This is an optimization exercise on Yosys and OpenROAD, whose aim is small area, a short achievable clock period and few clock cycles per item, not a production implementation.
Only simulation tests tie the RTL to the original design; equivalence was not proved.
No activity file was given, so power comes from the tool's default toggle rates.

violet:
Design fc_top, start of the top module:
module fc_top (
   input  logic        clk,
   input  logic        rst_n,
   input  logic        beat_valid,
   input  logic [35:0] beat_lane,
   output logic        in_ready,
   input  logic        wb_cyc,
   input  logic        wb_stb,
   input  logic        wb_we,
   input  logic [8:0]  wb_adr,
   input  logic [7:0]  wb_dat_w,
   output logic        wb_ack,
   output logic [7:0]  wb_dat_r,
   output logic        res_valid,
   output logic [3:0]  res_index,
   output logic [11:0] res_value
);
Size in the first run: about 4,700 flip-flops, ~86 I/O pins, ~180,000 um2 of cells after synthesis.
==> flow/config.mk <==
export PLATFORM = sky130hd
export DESIGN_NAME = fc_top
export DESIGN_NICKNAME = fc_top
export VERILOG_FILES = /design/flow/design.v
export SDC_FILE = /design/flow/constraint.sdc
export NUM_CORES = 8
export LEC_CHECK = 0
export ABC_CLOCK_PERIOD_IN_PS = 3000
export CAP_MARGIN = 20
export CORE_MARGIN = 2
export CORE_UTILIZATION = 68
export CTS_CLUSTER_DIAMETER = 100
export CTS_CLUSTER_SIZE = 24
export PLACE_DENSITY = 0.76
export SLEW_MARGIN = 20
export SYNTH_HIERARCHICAL = 1
export SYNTH_MINIMUM_KEEP_SIZE = 0
==> flow/constraint.sdc <==
create_clock -name core_clock -period 18.0 [get_ports {clk}]
set_input_delay 3.6000 -clock core_clock [delete_from_list [all_inputs] [get_ports {clk}]]
set_output_delay 3.6000 -clock core_clock [all_outputs]
set_load 0.01 [all_outputs]
standard.sh (not shown) runs the stock make flow with config.mk's settings and CLKGATE_MAP_FILE= SYNTH_SCRIPT=/design/flow/synth_recipe.tcl, a recipe that flattens the netlist after the stock synthesis.
==> flow/flow/run.sh <==
#!/bin/bash
# Layout flow: the standard ORFS flow (standard.sh, which also runs the
# standard synthesis), with two changes to how the layout is made:
#  - the ports are buffered with buf_4 cells rather than the delay buffer
#    that buffer_ports picks by default (every port still gets a buffer);
#  - repair_timing is asked to keep a setup margin, so that it sizes and
#    buffers the paths it would otherwise leave alone at the 18 ns clock.
# The clock, its period and the SDC are the standard flow's, unchanged.
set -euo pipefail
bash standard.sh \
   "SETUP_SLACK_MARGIN=${FC_SETUP_MARGIN:-13.3}" \
   "BUFFER_PORTS_ARGS=-buffer_cell sky130_fd_sc_hd__buf_4" \
   finish > flow_standard.log 2>&1
violet | stages: all done | timing, DRC, antenna: all pass
Testbench counts of violet, summed over its fixed seeds: cycles 6,403, frames 384.
The inputs of amber differ from those of violet as listed below.
- CTS_CLUSTER_SIZE now 22, was 24
[summary]
amber vs violet, final standard cell area without fillers went up by about 0.56%. amber packs its core more tightly than violet. amber -> violet: final clock period utilization by the worst path flat.
diff inputs: amber => fjord
- a change of CTS_CLUSTER_SIZE from 22 to 20
[summary]
The final standard cell count with taps included and fillers excluded of fjord and that of amber are within noise of each other.
The fmax on amber is in line with that on fjord.
On post-synthesis share of cell area spent on full adders, half adders and majority gates, fjord tracks amber almost exactly.
Relative to amber, power increased by 0.96% in fjord.
Non-clock buffer count delta for fjord relative to amber: 0.33% higher
Between amber and fjord, the difference in post-route cell area is negligible.
Compared to amber, fjord shows a wider setup margin.

---

Another version of the RTL of fc_top (not shown whole).
For scale: ~14,000 cells after synthesis, roughly 86 I/O pins, about 190,000 sq um of cells after synthesis.
Settings: LEC_CHECK=0, ABC_CLOCK_PERIOD_IN_PS=3000, CAP_MARGIN=20, CORE_MARGIN=2, CORE_UTILIZATION=65, CTS_CLUSTER_DIAMETER=100, CTS_CLUSTER_SIZE=24, PLACE_DENSITY=0.74, SLEW_MARGIN=20, SYNTH_HIERARCHICAL=1, SYNTH_MINIMUM_KEEP_SIZE=0; clock period 18.0 ns.
==> flow/flow/run.sh <==
#!/bin/bash
# Layout flow: the standard ORFS flow (standard.sh, which also runs the
# standard synthesis), with two changes to how the layout is made:
#  - the ports are buffered with buf_4 cells rather than the delay buffer
#    that buffer_ports picks by default (every port still gets a buffer);
#  - repair_timing is asked to keep a setup margin, so that it sizes and
#    buffers the paths it would otherwise leave alone at the 18 ns clock.
# The clock, its period and the SDC are the standard flow's, unchanged.
set -euo pipefail
bash standard.sh \
   "SETUP_SLACK_MARGIN=${FC_SETUP_MARGIN:-13.0}" \
   "BUFFER_PORTS_ARGS=-buffer_cell sky130_fd_sc_hd__buf_4" \
   finish > flow_standard.log 2>&1
Testbench counts at the start, summed over its fixed seeds: cycles 6,403, frames 384.
Then changed:
--- a/flow/flow/run.sh
+++ b/flow/flow/run.sh
@@ -10,3 +10,3 @@
 bash standard.sh \
-   "SETUP_SLACK_MARGIN=${FC_SETUP_MARGIN:-13.0}" \
+   "SETUP_SLACK_MARGIN=${FC_SETUP_MARGIN:-13.3}" \
    "BUFFER_PORTS_ARGS=-buffer_cell sky130_fd_sc_hd__buf_4" \
=> Total power hardly moves. Maximum frequency went up slightly. Register-to-register slack is better by 0.15 ns. Sequential power is about the same. Global-route usage fell by 0.29 points. Hold slack improves by 0.013 ns. Count of clock-buffer cells in the layout drops by 2. Final cell count hardly moves. Clock power stays flat. Die area stays the same. Routed wire length shrinks slightly.

---

## before
fc_top, a different RTL version from the one above (not shown whole).
Size in the first run: ~14,000 cells after synthesis, roughly 4,800 flip-flops.
==> flow/config.mk <==
export PLATFORM = sky130hd
export DESIGN_NAME = fc_top
export DESIGN_NICKNAME = fc_top
export VERILOG_FILES = /design/flow/design.v
export SDC_FILE = /design/flow/constraint.sdc
export NUM_CORES = 8
export LEC_CHECK = 0
export ABC_CLOCK_PERIOD_IN_PS = 3000
export CAP_MARGIN = 20
export CORE_MARGIN = 2
export CORE_UTILIZATION = 65
export CTS_CLUSTER_DIAMETER = 100
export CTS_CLUSTER_SIZE = 24
export PLACE_DENSITY = 0.74
export SLEW_MARGIN = 20
export SYNTH_HIERARCHICAL = 1
export SYNTH_MINIMUM_KEEP_SIZE = 0
==> flow/constraint.sdc <==
create_clock -name core_clock -period 18.0 [get_ports {clk}]
set_input_delay 3.6000 -clock core_clock [delete_from_list [all_inputs] [get_ports {clk}]]
set_output_delay 3.6000 -clock core_clock [all_outputs]
set_load 0.01 [all_outputs]
==> flow/flow/run.sh <==
#!/bin/bash
# Layout flow: the standard ORFS flow (standard.sh, which also runs the
# standard synthesis), with two changes to how the layout is made:
#  - the ports are buffered with buf_4 cells rather than the delay buffer
#    that buffer_ports picks by default (every port still gets a buffer);
#  - repair_timing is asked to keep a setup margin, so that it sizes and
#    buffers the paths it would otherwise leave alone at the 18 ns clock.
# The clock, its period and the SDC are the standard flow's, unchanged.
set -euo pipefail
bash standard.sh \
   "SETUP_SLACK_MARGIN=${FC_SETUP_MARGIN:-13.3}" \
   "BUFFER_PORTS_ARGS=-buffer_cell sky130_fd_sc_hd__buf_4" \
   finish > flow_standard.log 2>&1
Testbench counts of before, summed over its fixed seeds: cycles 6,403, frames 384.
Setup changes, before to after
# before
export LEC_CHECK = 0
export ABC_CLOCK_PERIOD_IN_PS = 3000
export CAP_MARGIN = 20
export CORE_MARGIN = 2
export CORE_UTILIZATION = 65
export CTS_CLUSTER_DIAMETER = 100
export CTS_CLUSTER_SIZE = 24
export PLACE_DENSITY = 0.74
export SLEW_MARGIN = 20
export SYNTH_HIERARCHICAL = 1
export SYNTH_MINIMUM_KEEP_SIZE = 0
create_clock -name core_clock -period 18.0 [get_ports {clk}]
# after
export LEC_CHECK = 0
export ABC_CLOCK_PERIOD_IN_PS = 3000
export CAP_MARGIN = 20
export CORE_MARGIN = 2
export CORE_UTILIZATION = 68
export CTS_CLUSTER_DIAMETER = 100
export CTS_CLUSTER_SIZE = 24
export PLACE_DENSITY = 0.76
export SLEW_MARGIN = 20
export SYNTH_HIERARCHICAL = 1
export SYNTH_MINIMUM_KEEP_SIZE = 0
create_clock -name core_clock -period 18.0 [get_ports {clk}]
## What came out
- Compared with before, after shows number of clock buffer instances in the layout higher by about 2.4%.
- From before to after the numbers moved as follows: overall power of the completed layout went up, worst-case register-to-register setup slack went down.
- The flow did not stop early for after: all stages ran, and the layout cleared the timing, design-rule and antenna checks.

==> re-timing with driven ports <==
Ports are ideal in the flow. The routed layouts listed here were re-timed in OpenROAD.
Step 1 (the two cells are an assumption about what drives the block):
set clk [get_ports {clk}]
set_driving_cell -lib_cell sky130_fd_sc_hd__clkbuf_16 $clk
set_driving_cell -lib_cell sky130_fd_sc_hd__buf_2 [delete_from_list [all_inputs] $clk]
Step 2, shift: input delay + t, output delay - t, t = (earliest + latest rising clock arrival at the registers) / 2. This alone moves slack from input paths to output paths.
Three values: ideal ports, drivers, drivers and shift; two values: the first two.
run | t, ns | setup slack, ns | worst register clock-pin slew, ns | worst data-port slew with drivers (ns) | cell pins on the clock port's net
violet | 1.044 | 12.986 / 12.876 / 12.943 | 0.12 / 0.12 | 0.27 | 1
amber | 1.010 | 12.970 / 12.870 / 12.955 | 0.10 / 0.10 | 0.29 | 1
fjord | 1.011 | 12.979 / 12.880 / 12.944 | 0.09 / 0.09 | 0.25 | 1
the first run of note 2 | 1.052 | 12.860 / 12.752 / 12.225 | 0.11 / 0.11 | 0.46 | 1
the second run of note 2 | 1.046 | 12.905 / 12.794 / 12.378 | 0.11 / 0.11 | 0.40 | 1
before | 1.025 | 12.889 / 12.787 / 12.016 | 0.10 / 0.10 | 0.41 | 1
after | 1.044 | 12.953 / 12.858 / 12.036 | 0.10 / 0.10 | 0.26 | 1
After both steps every run listed still meets setup and hold. For after, which loses most, drivers alone change the setup slack by -0.095 ns; drivers and shift together by -0.917 ns.
